Source: an optimization exercise on an open RTL-to-GDS flow (aim: small area). Production flows keep margins and buffers that such runs may drop.
RTL that was checked went through simulation tests only; none was proved equivalent to the original.
The RTL of run 1 was laid out without a check of its function.
The clock port is modelled as an ideal driver; clocking choices that lean on that would not hold on a real chip.
Power figures rest on the tool's default switching activity, not on a simulated workload.

==> flow/design.v, too long to show whole: its modules and the start of the top module <==
// module secure_xfer_engine: 1946 lines
module secure_xfer_engine (
    input  logic        clk,
    input  logic        rst,
    input  logic        wr_valid,
    input  logic [15:0] wr_key,
    input  logic [9:0]  wr_addr,
    input  logic [31:0] wr_data,
    output logic        wr_ready,
    output logic        mem_valid,
    output logic [31:0] mem_data,
    input  logic        mem_ready,
    input  logic        rd_valid,
    input  logic [15:0] rd_key,
    input  logic [9:0]  rd_addr,
    input  logic [31:0] rd_data,
    output logic        rd_ready,
    output logic        reg_valid,
    output logic [31:0] reg_data,
    input  logic        reg_ready,
    output logic        locked,
    output logic [1:0]  key_err,
    output logic [15:0] acc_cnt,
    output logic [15:0] rej_cnt
);
  // ...
==> flow/flow/run.sh <==
#!/bin/bash
# Layout flow: the standard layout (standard.sh) with these changes:
#  - Yosys synth runs without its early "abc -fast" (SYNTH_ARGS=-noabc), so
#    the full-adder extraction sees the adder logic as written;
#  - after synthesis, the logic other than full/half adders, flip-flops and
#    tie cells is mapped again with an area-oriented ABC script
#    (reopt.tcl); registers keep their cells and names;
#  - the port buffers use the smallest buffer cell;
#  - CTS adds no dummy loads and builds the tree from clkbuf_8, in
#    clusters of at most 12 sinks.
set -euo pipefail
export SYNTH_ARGS="-noabc"
export BUFFER_PORTS_ARGS="-buffer_cell sky130_fd_sc_hd__buf_1"
export CTS_ARGS="-sink_clustering_enable -repair_clock_nets -dont_use_dummy_load -sink_clustering_size 12 -buf_list sky130_fd_sc_hd__clkbuf_8"

bash standard.sh synth > standard_synth.log 2>&1

RES=orfs/results/$FLOW_PLATFORM/secure_xfer_engine/base
PLAT=$FLOW_HOME/platforms/$FLOW_PLATFORM
YOSYS=${YOSYS_EXE:-$FLOW_HOME/../tools/install/yosys/bin/yosys}
cp $RES/1_2_yosys.v $RES/1_2_yosys.standard.v
export REOPT_LIB=$PLAT/lib/sky130_fd_sc_hd__tt_025C_1v80.lib
export REOPT_IN=$RES/1_2_yosys.standard.v
export REOPT_OUT=$RES/1_2_yosys.reopt.v
export REOPT_TOP=$FLOW_TOP
export REOPT_ABC="+strash;dc2;dch,-f;amap;topo;dnsize"
export REOPT_DONT_USE=$(awk '/DONT_USE_CELLS \+=/{f=1} f{for(i=1;i<=NF;i++) if($i ~ /^sky130/) printf "-dont_use %s ", $i} f&&!/\\$/{f=0}' $PLAT/config.mk)
"$YOSYS" -c flow/reopt.tcl > reopt.log 2>&1
cp $REOPT_OUT $RES/1_2_yosys.v
rm -f $RES/1_synth.odb $RES/1_synth.sdc

bash standard.sh finish > standard_finish.log 2>&1
==> flow/flow/reopt.tcl <==
# Re-map the combinational logic of the standard synthesis netlist with an
# area-oriented ABC script. Full/half adders, flip-flops and tie cells are
# kept as they are (same instances, same names); every other cell is
# expanded to its liberty function and mapped again.
yosys read_liberty -ignore_miss_func $::env(REOPT_LIB)
yosys read_verilog $::env(REOPT_IN)
yosys hierarchy -top $::env(REOPT_TOP)
yosys setattr -mod -set keep_hierarchy 1 sky130_fd_sc_hd__fa_* sky130_fd_sc_hd__ha_* sky130_fd_sc_hd__df* sky130_fd_sc_hd__edf* sky130_fd_sc_hd__conb_1
yosys flatten
yosys opt_clean -purge
yosys abc -script $::env(REOPT_ABC) -liberty $::env(REOPT_LIB) {*}$::env(REOPT_DONT_USE) -D 30000 $::env(REOPT_TOP)
yosys opt_clean -purge
yosys select $::env(REOPT_TOP)
yosys rename -hide w:*.* w:*$*
yosys opt_clean -purge
yosys write_verilog -noattr -noexpr -selected $::env(REOPT_OUT)
==> flow/standard.sh <==
#!/bin/bash
# synth_recipe.tcl (not shown) runs the flow's synth.tcl, then flattens the netlist and writes it again
# the make line also repeats each setting of config.mk as NAME=value (left out here)
make -C /OpenROAD-flow-scripts/flow DESIGN_CONFIG=/design/flow/config.mk WORK_HOME=/design/flow/orfs CLKGATE_MAP_FILE= SYNTH_SCRIPT=/design/flow/synth_recipe.tcl "${@:-finish}"
==> flow/config.mk <==
export PLATFORM = sky130hd
export DESIGN_NAME = secure_xfer_engine
export DESIGN_NICKNAME = secure_xfer_engine
export VERILOG_FILES = /design/flow/design.v
export SDC_FILE = /design/flow/constraint.sdc
export NUM_CORES = 4
export LEC_CHECK = 0
export ABC_AREA = 1
export CAP_MARGIN = 20
export CORE_MARGIN = 2
export CORE_UTILIZATION = 85
export PLACE_DENSITY = 0.92
export SLEW_MARGIN = 20
==> flow/constraint.sdc <==
create_clock -name core_clock -period 30.0 [get_ports {clk}]
set_input_delay 6.0000 -clock core_clock [delete_from_list [all_inputs] [get_ports {clk}]]
set_output_delay 6.0000 -clock core_clock [all_outputs]
set_load 0.01 [all_outputs]
==> results_dict.tcl, run 1 <==
set metrics [dict create \
    syn_nets 2401 \
    cts_buffer_depth 2 \
    netlist_area_sq_um 18000 \
    cts_buffers 9 \
    antenna_found_initial 6 \
    status "aborted with a tool error" \
    place_congestion 0.956 \
    stop_stage "5_1_grt" \
    fp-row-count 53 \
    dp.cells 2243 \
    synth.avg_cell_area_sq_um 10.4 \
    cts-root-buf "clkbuf_8" \
    ys_warn_count 1 \
    stop_error "[ERROR DPL-0033] detailed placement checks failed during check placement." \
    cts_resized 0 \
    preCtsSetupSlack_ps 8400 \
    die_x_microns 149 \
    syn_inst 1723 \
    port-buffer-count 224 \
    die_y_microns 149 \
    grt_max_degree 46 \
    cts_setup_buffers 0 \
    postCtsHoldBufs 0 \
    io_pins 225 \
    hpwl_microns 41800 \
    place_area_sq_um 19400 \
    htree_levels 3 \
    start_util 0.861 \
]
==> inputs of run 2 (changes only) <==
--- a/flow/design.v
+++ b/flow/design.v
@@ -22,18 +22,16 @@
     output logic [15:0] acc_cnt,
     output logic [15:0] rej_cnt
 );
     logic [3:0] lk_cnt;
     logic wr_fire, rd_fire, wr_kok, rd_kok;
     logic wr_good, wr_bad, rd_good, rd_bad;
     logic wr_big, rd_big;
     logic [31:0] wr_xf, wr_st, rd_q, rd_xf, rd_st;
-    logic [31:0] rd_stn;   
-    assign rd_st = ~rd_stn;
     logic wr_fl, wr_nz, rd_fl, rd_nz;
     assign wr_ready = !locked && (!mem_valid || mem_ready);
     assign rd_ready = !locked && (!reg_valid || reg_ready);
     assign wr_kok  = (wr_key == 16'h0032);
     assign rd_kok  = (rd_key == 16'h0032);
     assign wr_fire = wr_valid && wr_ready;
     assign rd_fire = rd_valid && rd_ready;
     assign wr_good = wr_fire && wr_kok;
@@ -1901,17 +1899,17 @@
             reg_valid <= 1'b1;
             rd_fl     <= rd_big;
             rd_nz     <= 1'b1;
         end else if (reg_ready) begin
             reg_valid <= 1'b0;
         end
     end
     always_ff @(posedge clk) begin
-        if (rd_good) rd_stn <= ~(rd_big ? rd_q : rd_data);
+        if (rd_good) rd_st <= rd_big ? rd_q : rd_data;
     end
     assign reg_data = rd_fl ? rd_xf : (rd_st & {32{rd_nz}});
     always_ff @(posedge clk or posedge rst) begin
         if (rst) key_err <= 2'b00;
         else     key_err <= {rd_bad, wr_bad};
     end
     logic [1:0]  n_good, n_bad;
     logic [16:0] acc_c, rej_c;
==> flow/flow/run.sh (replaced) <==
#!/bin/bash
# Layout flow: the standard layout (standard.sh) with these changes:
#  - Yosys synth runs without its early "abc -fast" (SYNTH_ARGS=-noabc), so
#    the full-adder extraction sees the adder logic as written;
#  - after synthesis, the logic other than full adders, flip-flops and
#    tie cells is mapped again with an area-oriented ABC script
#    (reopt.tcl, then fixconst.py for constant pins); registers keep their
#    cells and names;
#  - the port buffers use the smallest buffer cell;
#  - CTS adds no dummy loads.
set -euo pipefail
export SYNTH_ARGS="-noabc"
export BUFFER_PORTS_ARGS="-buffer_cell sky130_fd_sc_hd__buf_1"
export CTS_ARGS="-sink_clustering_enable -repair_clock_nets -dont_use_dummy_load"

bash standard.sh synth > standard_synth.log 2>&1

RES=orfs/results/$FLOW_PLATFORM/secure_xfer_engine/base
PLAT=$FLOW_HOME/platforms/$FLOW_PLATFORM
YOSYS=${YOSYS_EXE:-$FLOW_HOME/../tools/install/yosys/bin/yosys}
cp $RES/1_2_yosys.v $RES/1_2_yosys.standard.v
export REOPT_LIB=$PLAT/lib/sky130_fd_sc_hd__tt_025C_1v80.lib
export REOPT_IN=$RES/1_2_yosys.standard.v
export REOPT_OUT=$RES/1_2_yosys.reopt.v
export REOPT_TOP=$FLOW_TOP
export REOPT_ABC="+strash;&get,-n;&deepsyn,-T,30;&put;dch;amap;topo;dnsize"
export REOPT_DONT_USE=$(awk '/DONT_USE_CELLS \+=/{f=1} f{for(i=1;i<=NF;i++) if($i ~ /^sky130/) printf "-dont_use %s ", $i} f&&!/\\$/{f=0}' $PLAT/config.mk)
"$YOSYS" -c flow/reopt.tcl > reopt.log 2>&1
python3 flow/fixconst.py $REOPT_OUT $RES/1_2_yosys.v > fixconst.log 2>&1
rm -f $RES/1_synth.odb $RES/1_synth.sdc

bash standard.sh finish > standard_finish.log 2>&1
==> flow/flow/fixconst.py (new file) <==
#!/usr/bin/env python3
"""Post-pass on the re-mapped netlist: a full adder with a constant-0 input
becomes a half adder on its other two inputs, and any other constant pin is
tied to a tie cell (sky130 conb_1), as Yosys' hilomap does in ORFS."""
import re
import sys

src, dst = sys.argv[1], sys.argv[2]
text = open(src).read()
cell_re = re.compile(r"(\n\s*)(sky130_fd_sc_hd__\w+)(\s+\S+\s*)\((.*?)\);", re.S)
pin_re = re.compile(r"\.(\w+)\(([^()]*)\)")
ZERO = ("1'h0", "1'b0")
ONE = ("1'h1", "1'b1")
nha = 0
need = set()


def fix(m):
    global nha
    lead, typ, name, body = m.groups()
    pins = [(p, n.strip()) for p, n in pin_re.findall(body)]
    d = dict(pins)
    if re.fullmatch(r"sky130_fd_sc_hd__fa_\d+", typ):
        ins = [d["A"], d["B"], d["CIN"]]
        zeros = [x for x in ins if x in ZERO]
        if len(zeros) == 1:
            a, b = [x for x in ins if x not in ZERO]
            nha += 1
            typ = "sky130_fd_sc_hd__ha_1"
            pins = [("A", a), ("B", b), ("COUT", d["COUT"]), ("SUM", d["SUM"])]
    out = []
    for p, n in pins:
        if n in ZERO:
            n = "_tie_lo_"
            need.add("lo")
        elif n in ONE:
            n = "_tie_hi_"
            need.add("hi")
        out.append(f".{p}({n})")
    return f"{lead}{typ}{name}(\n    " + ",\n    ".join(out) + "\n  );"


text = cell_re.sub(fix, text)
if re.search(r"1'[hb][01]", text):
    sys.exit("fixconst: a constant is left outside a cell pin")
add = ""
if need:
    add += "  wire _tie_lo_;\n  wire _tie_hi_;\n"
    add += "  sky130_fd_sc_hd__conb_1 _tie_cell_ (\n    .HI(_tie_hi_),\n    .LO(_tie_lo_)\n  );\n"
i = text.rindex("endmodule")
text = text[:i] + add + text[i:]
open(dst, "w").write(text)
print(f"fixconst: {nha} full adders with a constant 0 made half adders; tie cell: {bool(need)}",
      file=sys.stderr)
==> flow/flow/reopt.tcl (replaced) <==
# Re-map the combinational logic of the standard synthesis netlist with an
# area-oriented ABC script. Full adders, flip-flops and tie cells are kept
# as they are (same instances, same names); every other cell (half adders
# included) is expanded to its liberty function and mapped again.
yosys read_liberty -ignore_miss_func $::env(REOPT_LIB)
yosys read_verilog $::env(REOPT_IN)
yosys hierarchy -top $::env(REOPT_TOP)
yosys setattr -mod -set keep_hierarchy 1 sky130_fd_sc_hd__fa_* sky130_fd_sc_hd__df* sky130_fd_sc_hd__edf* sky130_fd_sc_hd__conb_1
yosys flatten
yosys opt_clean -purge
yosys abc -script $::env(REOPT_ABC) -liberty $::env(REOPT_LIB) {*}$::env(REOPT_DONT_USE) -D 30000 $::env(REOPT_TOP)
yosys opt_clean -purge
yosys select $::env(REOPT_TOP)
yosys rename -hide w:*.* w:*$*
yosys opt_clean -purge
yosys write_verilog -noattr -noexpr -selected $::env(REOPT_OUT)
==> flow/config.mk (replaced) <==
export PLATFORM = sky130hd
export DESIGN_NAME = secure_xfer_engine
export DESIGN_NICKNAME = secure_xfer_engine
export VERILOG_FILES = /design/flow/design.v
export SDC_FILE = /design/flow/constraint.sdc
export NUM_CORES = 4
export LEC_CHECK = 0
export ABC_AREA = 1
export CAP_MARGIN = 20
export CORE_MARGIN = 2
export CORE_UTILIZATION = 75
export PLACE_DENSITY = 0.85
export SLEW_MARGIN = 20
==> results_dict.tcl, run 2 <==
set metrics [dict create \
    drv_cap 0 \
    tightestPinTransition_ps 1140 \
    grt.total_usage 0.419 \
    seq_area_sq_um 3050 \
    critPathMostFrequentCell "fa_1" \
    place_congestion 0.894 \
    rsz0062_at_grt "no" \
    hold_viol 0 \
    clkTransAtPathRegs_ps 100 \
    drc 0 \
    io_pins 225 \
    final_cell_mix "nor2_1, fa_1, buf_1" \
    finalSetupTns_ps 0 \
    via_count 15600 \
    cts_resized 0 \
    wl_per_cell_microns 20.1 \
    start_kind "register" \
    start_util 0.755 \
    firstDrtPassIters 6 \
    grt_pass1_wl_microns 78700 \
    nets 2683 \
    die_y_microns 157 \
    finalClockSkew_ps 25.9 \
    ys_warn_count 1 \
    cts_buffer_depth 2 \
    layout-drive-gt1-share 0.0206 \
    cts-root-buf "clkbuf_16" \
    worstSetupPathType "reg2out" \
    finalPower_uw 367 \
    port-buffer-count 224 \
    areaGrowthSynthToFinish_pct 9.66 \
    cts_tree "done" \
    critPathSlowestCell "clkinv_1" \
    gr-total-overflow 0 \
    ant_nets 0 \
    postCtsHoldBufs 0 \
    preCtsSetupSlack_ps 7500 \
    status "no timing/DRC/antenna violations" \
    nFillCells 1462 \
    ir_drop_mv 0.0337 \
    worstHoldPathType "reg2reg" \
    clkLatencyLatePin_ps 370 \
    cts.sinks 109 \
    die_x_microns 157 \
    arrival_ps 17420 \
    hpwl_microns 38000 \
    slew_headroom 0.238 \
    max_stage_delay_ps 780 \
    power_density_nw_per_um2 19.0 \
    fp.coreArea_sq_um 23300 \
    syn_nets 2423 \
    setup_viol 0 \
    crit_fanout 29 \
    fp-row-count 56 \
    fin_crit_ps 23420 \
    synth.avg_cell_area_sq_um 9.35 \
    hold_depth 1 \
    final_common_cell "nor2_1" \
    syn_inst 1879 \
    dp.cells 2447 \
    grt_pass1_vias 15800 \
    largest_registers "rd_st: 32 flops, wr_st: 32 flops" \
    cp.required_ps 24000 \
    htree_levels 3 \
    fin_cells 2457 \
    p_leak_nw 7.88 \
    cts_setup_buffers 0 \
    grt_max_degree 61 \
    multiInputGateArea_sq_um 13900 \
    antenna_found_initial 0 \
    post_drt_via_cell_ratio 6.34 \
    maxSlewViolCount 0 \
    cts_buffers 9 \
    netlist_area_sq_um 17600 \
    clock.fmax_mhz 42.7 \
    drtIter0Drc 1569 \
    wl_microns 49400 \
    post-route-period-util 0.781 \
    end_kind "output pin" \
    dieArea_sq_um 24700 \
    r2r_cells 14 \
    worst_slack_ps 6580 \
]
run 2: power breakdown:
part           leakage, nW  switching [mW]  internal, mW  total (mW)
clock network        0.111          0.0589        0.0535       0.112
registers             1.16         0.00792         0.169       0.177
logic                 6.61          0.0481        0.0288      0.0769
total                 7.88           0.115         0.252       0.367
run 2: final cells by class:
class / instances / share of cell area
Tap cell: 319 / 0.0207
Inverter: 176 / 0.0343
Antenna cell: 1 / 0.000130
Timing Repair Buffer: 249 / 0.0534
Clock buffer: 9 / 0.0117
Multi-Input combinational cell: 1594 / 0.722
Sequential cell: 109 / 0.158
run 2: path summary, 6_finish.rpt:
kind | startpoint | end | slack, ps
max | wr_st[0]$_DFFE_PP_ | mem_data[31] | 6580
min | rej_cnt[15]$_DFF_PP0_ | rej_cnt[15]$_DFF_PP0_ | 540
max reg2reg | locked$_DFF_PP0_ | acc_cnt[1]$_DFF_PP0_ | 26110
min reg2reg | rej_cnt[15]$_DFF_PP0_ | rej_cnt[15]$_DFF_PP0_ | 540
max in group asynchronous | rst | rd_fl$_DFFE_PP0P_ | 23580
min in group asynchronous | rst | rej_cnt[3]$_DFF_PP0_ | 5800
run 2: layer usage:
| layer | up-vias | track usage | wire length, microns |
|---|---|---|---|
| met5 | - | 0 | 0 |
| met4 | 0 | 0.241 | 3410 |
| met3 | 272 | 0.0721 | 4290 |
| met2 | 987 | 0.677 | 24100 |
| met1 | 7677 | 0.547 | 17600 |
| li1 | 6649 | - | - |
run 2: stage by stage:
| step | hold slack (ps) | util | cell area (sq um) |
|---|---|---|---|
| after floorplan | 466 | - | 17600 |
| after global placement | 488 | 0.818 | 19000 |
| after detailed placement | 509 | 0.818 | 19000 |
| after CTS | 533 | 0.827 | 19200 |
| after global routing | 558 | 0.828 | 19300 |
| final | 541 | 0.828 | 19300 |
run 2: worst max-delay path: cells and delay by family (launching register included):
kind / cells / cell delay [ps]
adders and majority gates: 26 / 11820
and+or+nand+nor: 13 / 2200
buffers and inverters: 5 / 1470
AOI/OAI and AO/OA: 6 / 990
DFF: 1 / 360
xor gates and xnor gates: 1 / 200
==> inputs of run 3 (changes only) <==
--- a/flow/flow/run.sh
+++ b/flow/flow/run.sh
@@ -6,4 +6,4 @@
 #    tie cells is mapped again with an area-oriented ABC script
-#    (reopt.tcl, then fixconst.py for constant pins); registers keep their
-#    cells and names;
+#    (haprep.py marks the half adders to keep, reopt.tcl maps, fixconst.py
+#    handles constant pins); registers keep their cells and names;
 #  - the port buffers use the smallest buffer cell;
@@ -22,3 +22,4 @@
 export REOPT_LIB=$PLAT/lib/sky130_fd_sc_hd__tt_025C_1v80.lib
-export REOPT_IN=$RES/1_2_yosys.standard.v
+python3 flow/haprep.py $RES/1_2_yosys.standard.v $RES/1_2_yosys.haprep.v > haprep.log 2>&1
+export REOPT_IN=$RES/1_2_yosys.haprep.v
 export REOPT_OUT=$RES/1_2_yosys.reopt.v
--- a/flow/flow/fixconst.py
+++ b/flow/flow/fixconst.py
@@ -1,5 +1,6 @@
 #!/usr/bin/env python3
-"""Post-pass on the re-mapped netlist: a full adder with a constant-0 input
-becomes a half adder on its other two inputs, and any other constant pin is
-tied to a tie cell (sky130 conb_1), as Yosys' hilomap does in ORFS."""
+"""Post-pass on the re-mapped netlist: the half adders haprep.py marked as
+ha_2 go back to ha_1, a full adder with a constant-0 input becomes a half
+adder on its other two inputs, and any other constant pin is tied to a tie
+cell (sky130 conb_1), as Yosys' hilomap does in ORFS."""
 import re
@@ -8,3 +9,3 @@
 src, dst = sys.argv[1], sys.argv[2]
-text = open(src).read()
+text = open(src).read().replace("sky130_fd_sc_hd__ha_2 ", "sky130_fd_sc_hd__ha_1 ")
 cell_re = re.compile(r"(\n\s*)(sky130_fd_sc_hd__\w+)(\s+\S+\s*)\((.*?)\);", re.S)
==> flow/flow/haprep.py (new file) <==
#!/usr/bin/env python3
"""Before the re-mapping: a half adder whose two inputs both come from full
adders is kept as a cell (its type is set to ha_2 here, which reopt.tcl
keeps, and fixconst.py sets back to ha_1); the other half adders are left
for ABC to map with the logic around them."""
import re
import sys

src, dst = sys.argv[1], sys.argv[2]
t = open(src).read()
cells = re.findall(r"(sky130_fd_sc_hd__\w+)\s+(\S+)\s*\((.*?)\);", t, re.S)
drv = {}
for typ, n, b in cells:
    for p, net in re.findall(r"\.(\w+)\(([^()]*)\)", b):
        if p in ("X", "Y", "Q", "COUT", "SUM", "Q_N"):
            drv[net.strip()] = typ
if any(re.fullmatch(r"sky130_fd_sc_hd__ha_2", typ) for typ, _, _ in cells):
    sys.exit("haprep: the netlist already has ha_2 cells")
keep = set()
for typ, n, b in cells:
    if typ != "sky130_fd_sc_hd__ha_1":
        continue
    d = dict((p, net.strip()) for p, net in re.findall(r"\.(\w+)\(([^()]*)\)", b))
    if all(re.fullmatch(r"sky130_fd_sc_hd__fa_\d+", drv.get(d[p], "")) for p in ("A", "B")):
        keep.add(n)


def sub(m):
    return ("sky130_fd_sc_hd__ha_2 " if m.group(2) in keep else m.group(1) + " ") + m.group(2)


t = re.sub(r"(sky130_fd_sc_hd__ha_1)\s+(\S+)", sub, t)
open(dst, "w").write(t)
print(f"haprep: {len(keep)} half adders kept as cells", file=sys.stderr)
==> flow/flow/reopt.tcl (replaced) <==
# Re-map the combinational logic of the standard synthesis netlist with an
# area-oriented ABC script. Full adders, flip-flops, tie cells and the half
# adders haprep.py marked (as ha_2) are kept as they are (same instances,
# same names); every other cell is expanded to its liberty function and
# mapped again.
yosys read_liberty -ignore_miss_func $::env(REOPT_LIB)
yosys read_verilog $::env(REOPT_IN)
yosys hierarchy -top $::env(REOPT_TOP)
yosys setattr -mod -set keep_hierarchy 1 sky130_fd_sc_hd__fa_* sky130_fd_sc_hd__ha_2 sky130_fd_sc_hd__df* sky130_fd_sc_hd__edf* sky130_fd_sc_hd__conb_1
yosys flatten
yosys opt_clean -purge
yosys abc -script $::env(REOPT_ABC) -liberty $::env(REOPT_LIB) {*}$::env(REOPT_DONT_USE) -D 30000 $::env(REOPT_TOP)
yosys opt_clean -purge
yosys select $::env(REOPT_TOP)
yosys rename -hide w:*.* w:*$*
yosys opt_clean -purge
yosys write_verilog -noattr -noexpr -selected $::env(REOPT_OUT)
--- a/flow/config.mk
+++ b/flow/config.mk
@@ -10,4 +10,4 @@
 export CORE_MARGIN = 2
-export CORE_UTILIZATION = 75
-export PLACE_DENSITY = 0.85
+export CORE_UTILIZATION = 80
+export PLACE_DENSITY = 0.88
 export SLEW_MARGIN = 20
==> results_dict.tcl, run 3 <==
set metrics [dict create \
    status "no timing/DRC/antenna violations" \
    worst_slack_ps 5840 \
    grt.total_usage 0.478 \
    gr-total-overflow 0 \
    cts_setup_buffers 0 \
    firstDrtPassIters 9 \
    fin_crit_ps 24160 \
    syn_inst 1806 \
    tightestPinTransition_ps 1070 \
    preCtsSetupSlack_ps 6770 \
    worstHoldPathType "reg2reg" \
    start_kind "register" \
    grt_pass1_wl_microns 85500 \
    cts_buffer_depth 2 \
    max_stage_delay_ps 680 \
    cts_tree "done" \
    cts_buffers 9 \
    cp.required_ps 24000 \
    clkLatencyLatePin_ps 370 \
    htree_levels 3 \
    die_x_microns 152 \
    postCtsHoldBufs 0 \
    maxSlewViolCount 0 \
    finalClockSkew_ps 27.7 \
    netlist_area_sq_um 17500 \
    largest_registers "rd_st: 32 flops, wr_st: 32 flops" \
    slew_headroom 0.286 \
    antenna_found_initial 2 \
    final_common_cell "nor2_1" \
    post_drt_via_cell_ratio 6.81 \
    rsz0062_at_grt "no" \
    finalSetupTns_ps 0 \
    port-buffer-count 224 \
    wl_microns 53400 \
    drtIter0Drc 1887 \
    nets 2646 \
    critPathSlowestCell "clkinv_1" \
    hpwl_microns 39200 \
    holdWs_ps 521 \
    end_kind "output pin" \
    place_congestion 0.963 \
    die_y_microns 152 \
    crit_fanout 29 \
    wl_per_cell_microns 22.7 \
    synth.avg_cell_area_sq_um 9.68 \
    arrival_ps 18160 \
    p_leak_nw 8.01 \
    ys_warn_count 1 \
    final_cell_mix "nor2_1, fa_1, buf_1" \
    crit_buf_inv 5 \
    dieArea_sq_um 23000 \
    start_util 0.808 \
    grt_max_degree 59 \
    ant_nets 0 \
    via_count 16000 \
    ir_drop_mv 0.0436 \
    fp-row-count 54 \
    clock.fmax_mhz 41.4 \
    areaGrowthSynthToFinish_pct 9.94 \
    syn_nets 2376 \
    clkTransAtPathRegs_ps 90 \
    io_pins 225 \
    power_density_nw_per_um2 19.2 \
    setup_viol 0 \
    fp.coreArea_sq_um 21600 \
    final_util 0.889 \
    critPathMostFrequentCell "fa_1" \
    worstSetupPathType "reg2out" \
    drv_cap 0 \
    drc 0 \
    grt_pass1_vias 16800 \
    cts-root-buf "clkbuf_16" \
    post-route-period-util 0.805 \
    cts_resized 0 \
    cts.sinks 109 \
    layout-drive-gt1-share 0.0265 \
    hold_viol 0 \
    cpLargestDelayFamily "adder cells" \
]
## run 3: final cells by class
class                           count  area, sq um
Multi-Input combinational cell   1568        14000
Sequential cell                   109         3050
Fill cell                        1056         2400
Timing Repair Buffer              259         1100
Inverter                          129          484
Tap cell                          280          350
Clock buffer                        9          225
Antenna cell                        2         5.00
## run 3: per-stage QoR
stage	power, mW	cell area [sq um]	std cells
6_report	0.370	19200	2356
5_1_grt	0.385	19200	2356
4_1_cts	0.367	19200	2354
3_5_place_dp	0.260	19000	2345
3_3_place_gp	0.254	19000	2345
2_1_floorplan	0.232	17500	1806
## run 3: path summary, 6_finish.rpt
path | endpoint | from | depth (start not counted) | slack [ps]
setup / recovery | mem_data[31] | wr_st[0]$_DFFE_PP_ | 56 | 5840
hold / removal | lk_cnt[3]$_DFFE_PP0P_ | lk_cnt[3]$_DFFE_PP0P_ | 1 | 520
setup reg to reg | acc_cnt[1]$_DFF_PP0_ | locked$_DFF_PP0_ | 14 | 26020
hold reg to reg | lk_cnt[3]$_DFFE_PP0P_ | lk_cnt[3]$_DFFE_PP0P_ | 1 | 520
max in group asynchronous | wr_fl$_DFFE_PP0P_ | rst | 3 | 23830
min in group asynchronous | reg_valid$_DFFE_PP0P_ | rst | 3 | 5740
## run 3: layer usage
layer	part of all wire	up-vias	track usage
li1	-	6491	-
met2	0.48	1448	0.769
met3	0.12	411	0.122
met4	0.093	0	0.339
met5	0	-	0
met1	0.31	7694	0.569
## run 3: power by group
| group | total (mW) | switching (mW) | internal [mW] |
|---|---|---|---|
| clock | 0.111 | 0.0573 | 0.0534 |
| sequential | 0.178 | 0.00841 | 0.170 |
| combinational | 0.0804 | 0.0503 | 0.0301 |
| total | 0.370 | 0.116 | 0.254 |
==> inputs of run 4 (changes only) <==
--- a/flow/config.mk
+++ b/flow/config.mk
@@ -10,4 +10,4 @@
 export CORE_MARGIN = 2
-export CORE_UTILIZATION = 80
-export PLACE_DENSITY = 0.88
+export CORE_UTILIZATION = 75
+export PLACE_DENSITY = 0.85
 export SLEW_MARGIN = 20
==> results_dict.tcl, run 4 <==
set metrics [dict create \
    final_util 0.844 \
    critPathMostFrequentCell "fa_1" \
    critPathSlowestCell "clkinv_1" \
    worstHoldPathType "reg2reg" \
    finalSetupTns_ps 0 \
    layout-drive-gt1-share 0.0246 \
    grt_pass1_wl_microns 78800 \
    end_kind "output pin" \
    slew_headroom 0.343 \
    worstSetupPathDepth 55 \
    arrival_ps 17580 \
    areaGrowthSynthToFinish_pct 10.0 \
    nets 2643 \
    ys_warn_count 1 \
    setup_viol 0 \
    cp.required_ps 24000 \
    worstSetupPathType "reg2out" \
    cts_buffer_depth 2 \
    cpLargestDelayFamily "adder cells" \
    largest_registers "rd_st: 32 flops, wr_st: 32 flops" \
    clock.fmax_mhz 42.4 \
    clkLatencyLatePin_ps 380 \
    cts-root-buf "clkbuf_16" \
    cts_setup_buffers 0 \
    post-route-period-util 0.786 \
    hpwl_microns 37500 \
    synth.avg_cell_area_sq_um 9.68 \
    syn_inst 1806 \
    wl_per_cell_microns 20.5 \
    r2r_cells 16 \
    fp-row-count 55 \
    die_x_microns 157 \
    fp.coreArea_sq_um 22800 \
    tightestPinTransition_ps 986 \
    power_density_nw_per_um2 19.0 \
    fin_cells 2384 \
    max_stage_delay_ps 730 \
    wl_microns 48800 \
    syn_nets 2376 \
    hold_depth 1 \
    drc 0 \
    p_leak_nw 8.00 \
    post_drt_via_cell_ratio 6.33 \
    dieArea_sq_um 24500 \
    die_y_microns 157 \
    place_congestion 0.979 \
    clkTransAtPathRegs_ps 80 \
    ir_drop_mv 0.0394 \
    grt.total_usage 0.427 \
    holdWs_ps 517 \
    dp.cells 2374 \
    postCtsHoldBufs 0 \
    ant_nets 0 \
    hold_viol 0 \
    cts.sinks 109 \
    grt_pass1_vias 15700 \
    port-buffer-count 224 \
    drtIter0Drc 1549 \
    firstDrtPassIters 6 \
    htree_levels 3 \
    gr-total-overflow 0 \
    rsz0062_at_grt "no" \
    start_util 0.767 \
    maxSlewViolCount 0 \
    cts_buffers 9 \
    antenna_found_initial 2 \
    final_cell_mix "nor2_1, fa_1, buf_1" \
    finalClockSkew_ps 30.0 \
    crit_fanout 29 \
    finalPower_uw 366 \
    cts_tree "done" \
    cts_resized 0 \
    crit_buf_inv 5 \
    fin_crit_ps 23580 \
    antenna_cells 0 \
    drv_cap 0 \
    grt_max_degree 59 \
    netlist_area_sq_um 17500 \
    final_common_cell "nor2_1" \
    status "no timing/DRC/antenna violations" \
    via_count 15100 \
    start_kind "register" \
    io_pins 225 \
]
-- run 4: layout make-up --
type / count / area [sq um]
clock buffer: 9 / 225
fill: 1336 / 3540
inverter: 129 / 484
multi-input combinational: 1568 / 14000
sequential: 109 / 3050
tap: 313 / 392
timing repair buffer: 256 / 1090
-- run 4: metal layers --
metal / global-route usage / share of wire
met1: 0.533 / 0.35
met2: 0.686 / 0.47
met3: 0.159 / 0.13
met4: 0.170 / 0.046
met5: 0 / 0.00029
-- run 4: path summary, 6_finish.rpt --
check	start	end	slack, ps
max in group asynchronous	rst	locked$_DFF_PP0_	23600
min	lk_cnt[3]$_DFFE_PP0P_	lk_cnt[3]$_DFFE_PP0P_	520
min in group asynchronous	rst	rej_cnt[15]$_DFF_PP0_	5790
max	wr_st[0]$_DFFE_PP_	mem_data[31]	6420
max reg2reg	reg_valid$_DFFE_PP0P_	acc_cnt[1]$_DFF_PP0_	26070
min reg2reg	lk_cnt[3]$_DFFE_PP0P_	lk_cnt[3]$_DFFE_PP0P_	520
-- run 4: stage by stage --
step | area [sq um] | setup WS [ps]
finish | 19200 | 6420
CTS | 19200 | 6670
detailed placement | 19000 | 7100
global route | 19200 | 5370
global placement | 19000 | 7610
floorplan | 17500 | 7710
-- run 4: power breakdown --
| group | switching, mW | total (mW) | leakage, nW | internal (mW) |
|---|---|---|---|---|
| clock | 0.0541 | 0.107 | 0.111 | 0.0532 |
| sequential | 0.00827 | 0.178 | 1.16 | 0.170 |
| combinational | 0.0505 | 0.0807 | 6.73 | 0.0302 |
==> inputs of run 5 (changes only) <==
--- a/flow/config.mk
+++ b/flow/config.mk
@@ -8,3 +8,3 @@
 export ABC_AREA = 1
-export CAP_MARGIN = 20
+export CAP_MARGIN = 5
 export CORE_MARGIN = 2
@@ -12,2 +12,2 @@
 export PLACE_DENSITY = 0.85
-export SLEW_MARGIN = 20
+export SLEW_MARGIN = 5
==> results_dict.tcl, run 5 <==
set metrics [dict create \
    status "no timing/DRC/antenna violations" \
    nets 2641 \
    final_cell_mix "nor2_1, fa_1, buf_1" \
    cts_resized 0 \
    cts_tree "done" \
    ir_drop_mv 0.0305 \
    hold_viol 0 \
    wl_microns 48600 \
    max_stage_delay_ps 720 \
    clkLatencyLatePin_ps 380 \
    sw_frac_of_total 0.308 \
    clkTransAtPathRegs_ps 80 \
    final_common_cell "nor2_1" \
    ys_warn_count 1 \
    maxSlewViolCount 0 \
    post_drt_via_cell_ratio 6.37 \
    grt_pass1_vias 16100 \
    synth.avg_cell_area_sq_um 9.68 \
    finalSetupTns_ps 0 \
    nFillCells 1344 \
    holdCritStartpoint "acc_cnt[15]$_DFF_PP0_" \
    wl_per_cell_microns 20.4 \
    grt_max_degree 59 \
    netlist_area_sq_um 17500 \
    cts_buffer_depth 2 \
    fp-row-count 55 \
    place_congestion 0.979 \
    layout-drive-gt1-share 0.0232 \
    p_sw_uw 113 \
    r2r_start "mem_valid$_DFFE_PP0P_" \
    die_y_microns 157 \
    largest_registers "rd_st: 32 flops, wr_st: 32 flops" \
    start_kind "register" \
    use_met1 0.545 \
    power_frac_comb 0.220 \
    top_usage_layer "met2" \
    post-route-period-util 0.786 \
    clock.fmax_mhz 42.4 \
    dieArea_sq_um 24500 \
    critPathMostFrequentCell "fa_1" \
    die_x_microns 157 \
    use_met2 0.678 \
    io_pins 225 \
    r2r_slack_ps 26060 \
    syn_nets 2376 \
    setup_viol 0 \
    cts-root-buf "clkbuf_16" \
    worstHoldPathType "reg2reg" \
    fin_crit_ps 23570 \
    cts_buffers 9 \
    whs_endpoint "acc_cnt[15]$_DFF_PP0_" \
    drv_cap 0 \
    rsz0062_at_grt "no" \
    reg2reg_to "rej_cnt[1]$_DFF_PP0_" \
    port-buffer-count 224 \
    via_count 15200 \
    drtIter0Drc 1394 \
    syn_inst 1806 \
    crit_fanout 29 \
    cp.required_ps 24000 \
    start_util 0.767 \
    grt_pass1_wl_microns 79400 \
    areaGrowthSynthToFinish_pct 9.89 \
    hpwl_microns 37400 \
    holdWs_ps 516 \
    p_clk_frac 0.293 \
    intPower_uw 254 \
    ant_nets 0 \
    antenna_cells 0 \
    finalClockSkew_ps 29.2 \
    r2r_cells 18 \
    grt.total_usage 0.429 \
    fp.coreArea_sq_um 22800 \
    drc 0 \
    end_kind "output pin" \
    arrival_ps 17570 \
    htree_levels 3 \
    cts.sinks 109 \
    power_density_nw_per_um2 19.1 \
    p_seq_frac 0.486 \
    slew_headroom 0.194 \
    finalPower_uw 367 \
    hold_depth 1 \
    p_leak_nw 7.98 \
    gr-total-overflow 0 \
    critPathSlowestCell "clkinv_1" \
    antenna_found_initial 0 \
    firstDrtPassIters 6 \
    tightestPinTransition_ps 1210 \
    cts_setup_buffers 0 \
    postCtsHoldBufs 0 \
    worstSetupPathType "reg2out" \
    grtUsageMet3 0.146 \
]
run 5: changes by cell type in the layout (fill, tap and decap cells not counted), sizes merged:
| cell | change |
|---|---|
| buf | -1 |
| clkbuf | -1 |
run 5: power groups by stage:
stage / Combinational, mW / Sequential, mW / Clock [mW]
2_1_floorplan: 0.0496 / 0.183 / 0
5_1_grt: 0.0909 / 0.180 / 0.111
6_report: 0.0808 / 0.178 / 0.107
4_1_cts: 0.0799 / 0.178 / 0.108
3_3_place_gp: 0.0740 / 0.181 / 0
3_5_place_dp: 0.0795 / 0.181 / 0
run 5: area by class of cell:
type / instances / area (sq um) / area share
clock buffers: 9 / 225 / 0.0117
repair buffers: 254 / 1070 / 0.0555
well taps: 313 / 392 / 0.0204
multi-input cells: 1568 / 14000 / 0.728
flip-flops and latches: 109 / 3050 / 0.159
inverters: 129 / 484 / 0.0252
run 5: routing by layer:
| layer | vias to the layer above | share of wire |
|---|---|---|
| met5 | - | 0 |
| met4 | 0 | 0.048 |
| met3 | 210 | 0.13 |
| met2 | 1035 | 0.47 |
| met1 | 7464 | 0.35 |
| li1 | 6471 | - |
run 5: per-stage QoR:
step / cell area [sq um] / util / worst slack [ps] / std cells
final: 19200 / 0.843 / 6430 / 2382
after global routing: 19200 / 0.843 / 5390 / 2382
after CTS: 19200 / 0.842 / 6660 / 2382
after detailed placement: 19000 / 0.833 / 7080 / 2373
after global placement: 19000 / 0.833 / 7610 / 2373
after floorplan: 17500 / - / 7710 / 1806
run 5: worst max-delay path, delay by kind of cell (launching register included):
| family | cells | cell delay, ps |
|---|---|---|
| AOI/OAI and AO/OA | 9 | 1350 |
| adders and majority gates | 27 | 12110 |
| and+or+nand+nor | 14 | 1890 |
| DFF | 1 | 360 |
| buffers and inverters | 5 | 1490 |
run 5: worst max-delay path by stage:
stage,from,endpoint
final,wr_st[0]$_DFFE_PP_,mem_data[31]
after global routing,wr_st[0]$_DFFE_PP_,mem_data[31]
after CTS,wr_st[0]$_DFFE_PP_,mem_data[31]
after detailed placement,wr_st[0]$_DFFE_PP_,mem_data[31]
after floorplan,wr_st[0]$_DFFE_PP_,mem_data[31]
after global placement,wr_st[0]$_DFFE_PP_,mem_data[31]
==> inputs of run 6 (changes only) <==
--- a/flow/flow/run.sh
+++ b/flow/flow/run.sh
@@ -26,3 +26,3 @@
 export REOPT_TOP=$FLOW_TOP
-export REOPT_ABC="+strash;&get,-n;&deepsyn,-T,30;&put;dch;amap;topo;dnsize"
+export REOPT_ABC="+strash;&get,-n;&deepsyn,-T,30;&put;dch,-f;amap;mfs3,-a;topo;dnsize"
 export REOPT_DONT_USE=$(awk '/DONT_USE_CELLS \+=/{f=1} f{for(i=1;i<=NF;i++) if($i ~ /^sky130/) printf "-dont_use %s ", $i} f&&!/\\$/{f=0}' $PLAT/config.mk)
==> results_dict.tcl, run 6 <==
set metrics [dict create \
    status "no timing/DRC/antenna violations" \
    syn_nets 2359 \
    cts_buffer_depth 2 \
    crit_fanout 29 \
    place_congestion 0.964 \
    grt_pass1_wl_microns 81800 \
    finalClockSkew_ps 43.5 \
    grt_max_degree 59 \
    power_density_nw_per_um2 19.3 \
    via_count 15500 \
    critPathSlowestCell "a21oi_2" \
    final_util 0.843 \
    top_usage_layer "met2" \
    r2r_cells 14 \
    areaGrowthSynthToFinish_pct 9.98 \
    dp.cells 2329 \
    post_drt_via_cell_ratio 6.62 \
    clkLatencyLatePin_ps 380 \
    preCtsSetupSlack_ps 7250 \
    grt_pass1_vias 16300 \
    die_x_microns 156 \
    gr-total-overflow 0 \
    die_y_microns 156 \
    ant_nets 0 \
    final_common_cell "nor2_1" \
    ys_warn_count 1 \
    cts_resized 0 \
    maxSlewViolCount 0 \
    cp.required_ps 24000 \
    holdWs_ps 533 \
    netlist_area_sq_um 17400 \
    syn_inst 1789 \
    layout-drive-gt1-share 0.0253 \
    worst_slack_ps 6620 \
    max_stage_delay_ps 980 \
    firstDrtPassIters 6 \
    use_met2 0.690 \
    finalSetupTns_ps 0 \
    start_kind "register" \
    hold_viol 0 \
    wl_per_cell_microns 22.1 \
    use_met1 0.572 \
    hpwl_microns 40300 \
    critPathMostFrequentCell "fa_1" \
    post-route-period-util 0.779 \
    hold_depth 1 \
    setup_viol 0 \
    fp.coreArea_sq_um 22700 \
    r2r_slack_ps 26250 \
    postCtsHoldBufs 0 \
    cts_tree "done" \
    holdCritStartpoint "acc_cnt[15]$_DFF_PP0_" \
    fin_crit_ps 23380 \
    ir_drop_mv 0.0360 \
    rsz0062_at_grt "no" \
    worstSetupPathType "reg2out" \
    design_area_sq_um 19100 \
    cts_buffers 9 \
    end_kind "output pin" \
    dieArea_sq_um 24400 \
    clock.fmax_mhz 42.8 \
    p_leak_nw 7.97 \
    final_cell_mix "nor2_1, fa_1, buf_1" \
    htree_levels 3 \
    cts_setup_buffers 0 \
    tightestPinTransition_ps 1290 \
    synth.avg_cell_area_sq_um 9.73 \
    r2r_start "locked$_DFF_PP0_" \
    drc 0 \
    port-buffer-count 224 \
    worstHoldPathType "reg2reg" \
    grt.total_usage 0.445 \
    slew_headroom 0.138 \
    cts.sinks 109 \
    reg2reg_to "acc_cnt[10]$_DFF_PP0_" \
    clkTransAtPathRegs_ps 100 \
    fp-row-count 55 \
    wl_microns 51800 \
    cts-root-buf "clkbuf_16" \
    antenna_found_initial 5 \
    fin_cells 2342 \
    start_util 0.767 \
    drv_cap 0 \
    io_pins 225 \
    finalPower_uw 369 \
    grtUsageMet3 0.143 \
    largest_registers "rd_st: 32 flops, wr_st: 32 flops" \
    drtIter0Drc 1741 \
    nets 2626 \
    arrival_ps 17380 \
    place_area_sq_um 18900 \
    whs_endpoint "acc_cnt[15]$_DFF_PP0_" \
]
[run 6: power breakdown]
group | switching [mW] | leakage [nW] | internal (mW)
sequential | 0.00829 | 1.16 | 0.170
combinational | 0.0488 | 6.70 | 0.0294
clock | 0.0586 | 0.111 | 0.0535
[run 6: critical path: cells and delay by family, from the launching register on]
family | cells | cell delay, ps
simple gates | 10 | 1400
buf+inv | 4 | 720
flops | 1 | 370
compound gates | 5 | 1640
xor+xnor | 3 | 600
fa+ha+maj | 27 | 12270
[run 6: metal layers]
layer | wire [microns] | vias to the layer above
met5 | 12 | -
met4 | 3120 | 2
met3 | 6650 | 290
met2 | 24300 | 1250
met1 | 17700 | 7501
li1 | - | 6450
[run 6: worst max path at each step]
stage,startpoint,end,slack (ps),cells after the start
6_report,wr_st[0]$_DFFE_PP_,mem_data[31],6620,49
5_1_grt,wr_st[0]$_DFFE_PP_,mem_data[31],5910,49
4_1_cts,wr_st[0]$_DFFE_PP_,mem_data[31],6850,49
3_5_place_dp,wr_st[0]$_DFFE_PP_,mem_data[31],7250,49
3_3_place_gp,wr_st[0]$_DFFE_PP_,mem_data[31],7800,49
2_1_floorplan,wr_st[0]$_DFFE_PP_,mem_data[31],7930,48
[run 6: layout make-up]
class,count,area (sq um)
multi-input cells,1566,14000
inverters,114,428
flip-flops and latches,109,3050
clock buffers,9,225
repair buffers,256,1100
diodes,3,7.51
fillers,1312,3560
well taps,285,357
==> inputs of run 7 (changes only) <==
--- a/flow/config.mk
+++ b/flow/config.mk
@@ -8,3 +8,3 @@
 export ABC_AREA = 1
-export CAP_MARGIN = 5
+export CAP_MARGIN = 0
 export CORE_MARGIN = 2
@@ -12,2 +12,2 @@
 export PLACE_DENSITY = 0.85
-export SLEW_MARGIN = 5
+export SLEW_MARGIN = 0
==> results_dict.tcl, run 7 <==
set metrics [dict create \
    syn_inst 1789 \
    finalSetupTns_ps 0 \
    ys_warn_count 1 \
    max_stage_delay_ps 950 \
    cts-root-buf "clkbuf_16" \
    wl_met2_microns 24000 \
    htree_levels 3 \
    finalClockSkew_ps 42.4 \
    met3RoutedLength_microns 6510 \
    critPathSlowestCell "a21oi_2" \
    hold_viol 0 \
    grt.total_usage 0.445 \
    worstSetupPathType "reg2out" \
    p_leak_nw 7.96 \
    power_frac_comb 0.212 \
    grt_max_degree 59 \
    nets 2625 \
    gr-total-overflow 0 \
    rsz0062_at_grt "no" \
    top_layer "met5" \
    cts_tree "done" \
    grt_pass1_vias 16300 \
    wl_per_cell_microns 22.0 \
    p_seq_frac 0.484 \
    layout-drive-gt1-share 0.0248 \
    start_util 0.767 \
    fin_crit_ps 23260 \
    start_kind "register" \
    post-route-period-util 0.775 \
    p_sw_uw 115 \
    drtIter0Drc 1842 \
    cts_resized 0 \
    crit_fanout 29 \
    final_cell_mix "nor2_1, fa_1, buf_1" \
    tightestPinTransition_ps 1330 \
    hpwl_microns 40300 \
    nFillCells 1325 \
    drv_cap 0 \
    p_clk_frac 0.304 \
    antenna_found_initial 5 \
    place_congestion 0.964 \
    wl_met1_microns 17700 \
    clock.fmax_mhz 43.0 \
    maxSlewViolCount 0 \
    wl_microns 51400 \
    critPathMostFrequentCell "fa_1" \
    synth.avg_cell_area_sq_um 9.73 \
    post_drt_via_cell_ratio 6.59 \
    slew_headroom 0.114 \
    cts_setup_buffers 0 \
    via_count 15400 \
    cts_buffer_depth 2 \
    power_density_nw_per_um2 19.3 \
    grt_pass1_wl_microns 81800 \
    arrival_ps 17260 \
    fp.coreArea_sq_um 22700 \
    largest_registers "rd_st: 32 flops, wr_st: 32 flops" \
    fp-row-count 55 \
    syn_nets 2359 \
    port-buffer-count 224 \
    die_x_microns 156 \
    cp.required_ps 24000 \
    clkLatencyLatePin_ps 370 \
    cts_buffers 9 \
    drc 0 \
    setup_viol 0 \
    ant_nets 0 \
    worstHoldPathType "reg2reg" \
    cts.sinks 109 \
    areaGrowthSynthToFinish_pct 9.79 \
    postCtsHoldBufs 0 \
    netlist_area_sq_um 17400 \
    dieArea_sq_um 24400 \
    holdWs_ps 533 \
    intPower_uw 253 \
    status "no timing/DRC/antenna violations" \
    firstDrtPassIters 6 \
    end_kind "output pin" \
    die_y_microns 156 \
    final_common_cell "nor2_1" \
    ir_drop_mv 0.0359 \
    sw_frac_of_total 0.313 \
    io_pins 225 \
    clkTransAtPathRegs_ps 100 \
]
-- run 7: final cells by class --
cell class / count / area, sq um / area share
multi-input combinational: 1566 / 14000 / 0.731
sequential: 109 / 3050 / 0.159
timing repair buffer: 255 / 1070 / 0.0562
inverter: 114 / 428 / 0.0224
tap: 285 / 357 / 0.0187
clock buffer: 9 / 225 / 0.0118
antenna: 4 / 10.0 / 0.000524
-- run 7: critical path: cells and delay by family (launching register included) --
kind,cells,cell delay (ps)
compound gates,5,1610
xor+xnor,3,600
fa+ha+maj,27,12270
buf+inv,4,690
flops,1,380
simple gates,10,1330
-- run 7: final timing paths --
kind                       slack, ps             startpoint  cells past startpoint               endpoint
hold reg to reg                  530  acc_cnt[15]$_DFF_PP0_                      1  acc_cnt[15]$_DFF_PP0_
setup reg to reg               26250       locked$_DFF_PP0_                     14  acc_cnt[10]$_DFF_PP0_
max in group asynchronous      23570                    rst                      2       locked$_DFF_PP0_
setup / recovery                6740     wr_st[0]$_DFFE_PP_                     49           mem_data[31]
hold / removal                   530  acc_cnt[15]$_DFF_PP0_                      1  acc_cnt[15]$_DFF_PP0_
min in group asynchronous       5810                    rst                      2   rej_cnt[4]$_DFF_PP0_
-- run 7: per-layer routing --
metal | global-route usage | vias up
met4 | 0.226 | 2
met1 | 0.572 | 7471
met2 | 0.690 | 1237
met3 | 0.143 | 285
li1 | - | 6442
met5 | 0 | -
-- run 7: power by group through the flow --
stage | Combinational [mW] | Sequential [mW] | Clock (mW)
final | 0.0781 | 0.178 | 0.112
after global routing | 0.0877 | 0.179 | 0.116
after CTS | 0.0772 | 0.178 | 0.111
after detailed placement | 0.0765 | 0.181 | 0
after global placement | 0.0726 | 0.181 | 0
after floorplan | 0.0493 | 0.182 | 0
-- run 7: per-stage QoR --
| stage | utilization | cells | power [mW] | setup WS [ps] | cell area (sq um) |
|---|---|---|---|---|---|
| after global routing | 0.841 | 2340 | 0.383 | 6050 | 19100 |
| after detailed placement | 0.831 | 2329 | 0.258 | 7250 | 18900 |
| after global placement | 0.831 | 2329 | 0.253 | 7800 | 18900 |
| final | 0.842 | 2342 | 0.368 | 6740 | 19100 |
| after CTS | 0.841 | 2338 | 0.366 | 6850 | 19100 |
| after floorplan | - | 1789 | 0.232 | 7930 | 17400 |
==> inputs of run 8 (changes only) <==
--- a/flow/flow/run.sh
+++ b/flow/flow/run.sh
@@ -9,3 +9,3 @@
 #  - the port buffers use the smallest buffer cell;
-#  - CTS adds no dummy loads.
+#  - CTS adds no dummy loads and uses large sink clusters.
 set -euo pipefail
@@ -13,3 +13,3 @@
 export BUFFER_PORTS_ARGS="-buffer_cell sky130_fd_sc_hd__buf_1"
-export CTS_ARGS="-sink_clustering_enable -repair_clock_nets -dont_use_dummy_load"
+export CTS_ARGS="-sink_clustering_enable -repair_clock_nets -dont_use_dummy_load -sink_clustering_size 40 -sink_clustering_max_diameter 300"
 
@@ -26,3 +26,3 @@
 export REOPT_TOP=$FLOW_TOP
-export REOPT_ABC="+strash;&get,-n;&deepsyn,-T,30;&put;dch,-f;amap;mfs3,-a;topo;dnsize"
+export REOPT_ABC="+strash;&get,-n;&deepsyn,-T,30;&put;dch;amap;topo;dnsize"
 export REOPT_DONT_USE=$(awk '/DONT_USE_CELLS \+=/{f=1} f{for(i=1;i<=NF;i++) if($i ~ /^sky130/) printf "-dont_use %s ", $i} f&&!/\\$/{f=0}' $PLAT/config.mk)
--- a/flow/config.mk
+++ b/flow/config.mk
@@ -8,3 +8,3 @@
 export ABC_AREA = 1
-export CAP_MARGIN = 0
+export CAP_MARGIN = 5
 export CORE_MARGIN = 2
@@ -12,2 +12,2 @@
 export PLACE_DENSITY = 0.85
-export SLEW_MARGIN = 0
+export SLEW_MARGIN = 5
==> results_dict.tcl, run 8 <==
set metrics [dict create \
    ys_warn_count 1 \
    netlist_area_sq_um 17500 \
    largest_registers "rd_st: 32 flops, wr_st: 32 flops" \
    syn_inst 1806 \
    wl_per_cell_microns 20.4 \
    cts-root-buf "clkbuf_16" \
    clock.fmax_mhz 42.4 \
    io_pins 225 \
    final_util 0.843 \
    top_layer "met4" \
    preCtsSetupSlack_ps 7080 \
    syn_nets 2376 \
    cts_buffers 9 \
    nets 2641 \
    p_clk_frac 0.293 \
    finalClockSkew_ps 29.2 \
    intPower_uw 254 \
    fp.coreArea_sq_um 22800 \
    cts.sinks 109 \
    hold_viol 0 \
    sw_frac_of_total 0.308 \
    fp-row-count 55 \
    layout-drive-gt1-share 0.0232 \
    cp.required_ps 24000 \
    worst_slack_ps 6430 \
    p_sw_uw 113 \
    via_count 15200 \
    wl_met2_microns 22800 \
    firstDrtPassIters 6 \
    maxSlewViolCount 0 \
    wl_met1_microns 17100 \
    clkLatencyLatePin_ps 380 \
    antenna_found_initial 0 \
    final_common_cell "nor2_1" \
    grt.total_usage 0.429 \
    start_kind "register" \
    p_leak_nw 7.98 \
    nFillCells 1344 \
    cts_resized 0 \
    crit_fanout 29 \
    start_util 0.767 \
    post_drt_via_cell_ratio 6.37 \
    critPathMostFrequentCell "fa_1" \
    grt_pass1_vias 16100 \
    setup_viol 0 \
    gr-total-overflow 0 \
    worstSetupPathType "reg2out" \
    port-buffer-count 224 \
    drc 0 \
    power_frac_comb 0.220 \
    max_stage_delay_ps 720 \
    power_density_nw_per_um2 19.1 \
    ant_nets 0 \
    wl_microns 48600 \
    drv_cap 0 \
    end_kind "output pin" \
    met3RoutedLength_microns 6290 \
    die_y_microns 157 \
    htree_levels 3 \
    place_congestion 0.979 \
    cts_setup_buffers 0 \
    dieArea_sq_um 24500 \
    die_x_microns 157 \
    finalSetupTns_ps 0 \
    post-route-period-util 0.786 \
    grt_pass1_wl_microns 79400 \
    postCtsHoldBufs 0 \
    dp.cells 2373 \
    drtIter0Drc 1394 \
    cts_buffer_depth 2 \
    critPathSlowestCell "clkinv_1" \
    fin_crit_ps 23570 \
    synth.avg_cell_area_sq_um 9.68 \
    rsz0062_at_grt "no" \
    cts_tree "done" \
    areaGrowthSynthToFinish_pct 9.89 \
    ir_drop_mv 0.0305 \
    clkTransAtPathRegs_ps 80 \
    status "no timing/DRC/antenna violations" \
    tightestPinTransition_ps 1210 \
    final_cell_mix "nor2_1, fa_1, buf_1" \
    arrival_ps 17570 \
    p_seq_frac 0.486 \
    grt_max_degree 59 \
    fin_cells 2382 \
    antenna_cells 0 \
    slew_headroom 0.194 \
    worstHoldPathType "reg2reg" \
    hpwl_microns 37400 \
]
==> run 8: final cells by class <==
class,count,area (sq um),area share
multi-input combinational,1568,14000,0.728
inverter,129,484,0.0252
sequential,109,3050,0.159
tap,313,392,0.0204
clock buffer,9,225,0.0117
timing repair buffer,254,1070,0.0555
==> run 8: power by group through the flow <==
| stage | logic (mW) | clock network, mW | registers [mW] |
|---|---|---|---|
| floorplan | 0.0496 | 0 | 0.183 |
| global placement | 0.0740 | 0 | 0.181 |
| detailed placement | 0.0795 | 0 | 0.181 |
| CTS | 0.0799 | 0.108 | 0.178 |
| global route | 0.0909 | 0.111 | 0.180 |
| finish | 0.0808 | 0.107 | 0.178 |
==> run 8: through the flow <==
stage / power [mW] / cell area [sq um] / hold slack, ps
floorplan: 0.232 / 17500 / 466
global placement: 0.255 / 19000 / 489
detailed placement: 0.261 / 19000 / 499
finish: 0.367 / 19200 / 516
CTS: 0.365 / 19200 / 518
global route: 0.382 / 19200 / 552
==> run 8: final timing paths <==
kind	to	slack, ps	startpoint	cells after the start
max	mem_data[31]	6430	wr_st[0]$_DFFE_PP_	55
max in group asynchronous	locked$_DFF_PP0_	23600	rst	2
min reg2reg	acc_cnt[15]$_DFF_PP0_	520	acc_cnt[15]$_DFF_PP0_	1
min in group asynchronous	rej_cnt[13]$_DFF_PP0_	5790	rst	2
max reg2reg	rej_cnt[1]$_DFF_PP0_	26060	mem_valid$_DFFE_PP0P_	18
min	acc_cnt[15]$_DFF_PP0_	520	acc_cnt[15]$_DFF_PP0_	1
==> run 8: routing by layer <==
layer,vias to the layer above,track usage
li1,6471,-
met1,7464,0.545
met2,1035,0.678
met3,210,0.146
met4,0,0.194
met5,-,0
==> run 8: worst max-delay path: cells and delay by family (launching register included) <==
family	cells	cell delay [ps]
AO/OA/AOI/OAI	9	1350
buffers and inverters	5	1490
flip-flops	1	360
adder cells (fa/ha/maj)	27	12110
AND/OR/NAND/NOR	14	1890
==> inputs of run 9 (changes only) <==
--- a/flow/flow/run.sh
+++ b/flow/flow/run.sh
@@ -9,3 +9,4 @@
 #  - the port buffers use the smallest buffer cell;
-#  - CTS adds no dummy loads and uses large sink clusters.
+#  - CTS adds no dummy loads, and its buffers are then downsized where the
+#    clock-pin slew allows (cts_downsize.tcl).
 set -euo pipefail
@@ -13,3 +14,4 @@
 export BUFFER_PORTS_ARGS="-buffer_cell sky130_fd_sc_hd__buf_1"
-export CTS_ARGS="-sink_clustering_enable -repair_clock_nets -dont_use_dummy_load -sink_clustering_size 40 -sink_clustering_max_diameter 300"
+export CTS_ARGS="-sink_clustering_enable -repair_clock_nets -dont_use_dummy_load"
+export POST_CTS_TCL=$PWD/flow/cts_downsize.tcl
 
@@ -26,3 +28,3 @@
 export REOPT_TOP=$FLOW_TOP
-export REOPT_ABC="+strash;&get,-n;&deepsyn,-T,30;&put;dch;amap;topo;dnsize"
+export REOPT_ABC="+strash;&get,-n;&deepsyn,-T,30;&put;dch,-f;amap;mfs3,-a;topo;dnsize"
 export REOPT_DONT_USE=$(awk '/DONT_USE_CELLS \+=/{f=1} f{for(i=1;i<=NF;i++) if($i ~ /^sky130/) printf "-dont_use %s ", $i} f&&!/\\$/{f=0}' $PLAT/config.mk)
==> flow/flow/cts_downsize.tcl (new file) <==
proc my_worst_ck_slew {} {
  set w 0
  foreach p [get_pins -hierarchical */CLK] {
    set s [get_property $p slew_max]
    if {$s > $w} { set w $s }
  }
  return $w
}
estimate_parasitics -placement
puts "cts_downsize: worst clock-pin slew before [my_worst_ck_slew]"
foreach c [get_cells clkbuf*] {
  set keep [get_property [get_lib_cells -of $c] name]
  if {![string match "*clkbuf_16" $keep]} { continue }
  foreach m {sky130_fd_sc_hd__clkbuf_8 sky130_fd_sc_hd__clkbuf_4 sky130_fd_sc_hd__clkbuf_2} {
    replace_cell $c $m
    estimate_parasitics -placement
    if {[my_worst_ck_slew] > 0.105} {
      replace_cell $c $keep
      estimate_parasitics -placement
      break
    }
    set keep $m
  }
  puts "cts_downsize: [get_name $c] -> $keep"
}
puts "cts_downsize: worst clock-pin slew after [my_worst_ck_slew]"
detailed_placement
check_placement -verbose
--- a/flow/config.mk
+++ b/flow/config.mk
@@ -8,3 +8,3 @@
 export ABC_AREA = 1
-export CAP_MARGIN = 5
+export CAP_MARGIN = 0
 export CORE_MARGIN = 2
@@ -12,2 +12,2 @@
 export PLACE_DENSITY = 0.85
-export SLEW_MARGIN = 5
+export SLEW_MARGIN = 0
==> results_dict.tcl, run 9 <==
set metrics [dict create \
    wl_per_cell_microns 22.0 \
    power_density_nw_per_um2 18.3 \
    multiInputGateArea_sq_um 14000 \
    r2r_slack_ps 26180 \
    final_common_cell "nor2_1" \
    clock.fmax_mhz 42.6 \
    io_pins 225 \
    final_cell_mix "nor2_1, fa_1, buf_1" \
    netlist_area_sq_um 17400 \
    die_y_microns 156 \
    clkLatencyLatePin_ps 520 \
    rsz0062_at_grt "no" \
    grt_pass1_vias 16300 \
    r2r_cells 14 \
    syn_inst 1789 \
    wl_microns 51600 \
    clkTransAtPathRegs_ps 110 \
    grt_pass1_wl_microns 81800 \
    reg2reg_to "acc_cnt[10]$_DFF_PP0_" \
    maxSlewViolCount 0 \
    syn_nets 2359 \
    ys_warn_count 1 \
    hold_depth 1 \
    max_stage_delay_ps 960 \
    place_congestion 0.964 \
    gr-total-overflow 0 \
    hpwl_microns 40300 \
    grt_max_degree 59 \
    die_x_microns 156 \
    crit_fanout 29 \
    firstDrtPassIters 8 \
    place_area_sq_um 18900 \
    synth.avg_cell_area_sq_um 9.73 \
    holdCritStartpoint "acc_cnt[15]$_DFF_PP0_" \
    ir_drop_mv 0.0352 \
    areaGrowthSynthToFinish_pct 9.49 \
    critPathMostFrequentCell "fa_1" \
    fp.coreArea_sq_um 22700 \
    cp.required_ps 24000 \
    end_kind "output pin" \
    drv_cap 0 \
    via_count 15500 \
    nets 2626 \
    tightestPinTransition_ps 1260 \
    cts_tree "done" \
    design_area_sq_um 19100 \
    status "no timing/DRC/antenna violations" \
    start_kind "register" \
    cts.sinks 109 \
    setup_viol 0 \
    post_drt_via_cell_ratio 6.61 \
    ant_nets 0 \
    slew_headroom 0.161 \
    drtIter0Drc 1907 \
    fp-row-count 55 \
    arrival_ps 17460 \
    r2r_start "locked$_DFF_PP0_" \
    fin_crit_ps 23460 \
    preCtsSetupSlack_ps 7250 \
    antenna_found_initial 6 \
    hold_viol 0 \
    drc 0 \
    start_util 0.767 \
    nFillCells 1328 \
    dieArea_sq_um 24400 \
    post-route-period-util 0.782 \
    finalSetupTns_ps 0 \
    worst_slack_ps 6540 \
    critPathSlowestCell "a21oi_2" \
    p_leak_nw 7.94 \
    worstHoldPathType "reg2reg" \
    grt.total_usage 0.445 \
    layout-drive-gt1-share 0.0253 \
    largest_registers "rd_st: 32 flops, wr_st: 32 flops" \
    worstSetupPathType "reg2out" \
    whs_endpoint "acc_cnt[15]$_DFF_PP0_" \
    seq_area_sq_um 3050 \
    finalClockSkew_ps 28.4 \
    port-buffer-count 224 \
]
-- run 9: through the flow --
stage / hold WS [ps] / std cells / util / power, mW
3_5_place_dp: 506 / 2329 / 0.831 / 0.258
5_1_grt: 558 / 2342 / 0.839 / 0.363
3_3_place_gp: 496 / 2329 / 0.831 / 0.253
6_report: 533 / 2344 / 0.839 / 0.348
2_1_floorplan: 466 / 1789 / - / 0.232
-- run 9: worst max path at each step --
stage	startpoint	to	slack (ps)	cells past startpoint
after global placement	wr_st[0]$_DFFE_PP_	mem_data[31]	7800	49
after detailed placement	wr_st[0]$_DFFE_PP_	mem_data[31]	7250	49
after global routing	wr_st[0]$_DFFE_PP_	mem_data[31]	5860	50
after floorplan	wr_st[0]$_DFFE_PP_	mem_data[31]	7930	48
final	wr_st[0]$_DFFE_PP_	mem_data[31]	6540	49
-- run 9: worst max-delay path, delay by kind of cell (launching register included) --
| family | cells | cell delay (ps) |
|---|---|---|
| adder cells (fa/ha/maj) | 27 | 12280 |
| XOR/XNOR | 3 | 600 |
| AND/OR/NAND/NOR | 10 | 1340 |
| buffers and inverters | 4 | 690 |
| AO/OA/AOI/OAI | 5 | 1620 |
| flip-flops | 1 | 390 |
-- run 9: power by group --
group	total, mW	internal (mW)	switching [mW]
clock	0.0922	0.0354	0.0567
sequential	0.178	0.170	0.00827
combinational	0.0782	0.0294	0.0487
-- run 9: area by class of cell --
| cell class | instances | area share |
|---|---|---|
| multi-input combinational | 1566 | 0.733 |
| timing repair buffer | 256 | 0.0571 |
| antenna | 5 | 0.000656 |
| sequential | 109 | 0.160 |
| tap | 285 | 0.0187 |
| clock buffer | 9 | 0.00821 |
| inverter | 114 | 0.0224 |
-- run 9: per-layer routing --
metal  part of all wire  track usage  vias to the layer above  wire length [microns]
li1                   -            -                     6452                      -
met1               0.34        0.570                     7551                  17800
met2               0.47        0.691                     1195                  24200
met3               0.13        0.150                      298                   6530
met4              0.060        0.218                        0                   3080
met5                  0            0                        -                      0

## separate check: timing with driven ports
The flow's constraints put no driver on any port. The routed layouts listed below were extracted and timed again, unchanged, in two steps.
Step 1: set_driving_cell puts a clkbuf_16 on clk and a buf_2 on each other input, an assumption about the parent block.
Step 2 moves the port delays by t, midway between the first and last clock arrival at a register: inputs arrive t later, outputs are due t later. That takes back most of the time a late clock gives input paths.
Slacks: ideal ports / drivers / drivers and shift; pairs: ideal ports / drivers.
| run | shift t [ns] | slack for setup (ns) | hold WS [ns] | worst setup path at the end | pins driven straight from the clock port |
|---|---|---|---|---|---|
| run 2 | 0.414 | 6.583 / 6.531 / 6.946 | 0.541 / 0.541 / 0.541 | register to output | 1 |
| run 3 | 0.402 | 5.836 / 5.791 / 6.193 | 0.521 / 0.521 / 0.521 | register to output | 1 |
| run 4 | 0.415 | 6.422 / 6.373 / 6.788 | 0.517 / 0.517 / 0.517 | register to output | 1 |
| run 5 | 0.411 | 6.428 / 6.378 / 6.789 | 0.516 / 0.516 / 0.516 | register to output | 1 |
| run 6 | 0.404 | 6.624 / 6.575 / 6.979 | 0.533 / 0.533 / 0.533 | register to output | 1 |
| run 7 | 0.403 | 6.736 / 6.686 / 7.089 | 0.533 / 0.533 / 0.533 | register to output | 1 |
| run 8 | 0.411 | 6.428 / 6.378 / 6.789 | 0.516 / 0.516 / 0.516 | register to output | 1 |
| run 9 | 0.548 | 6.542 / 6.497 / 7.044 | 0.533 / 0.533 / 0.533 | register to output | 1 |
After both steps every run listed still meets setup and hold.
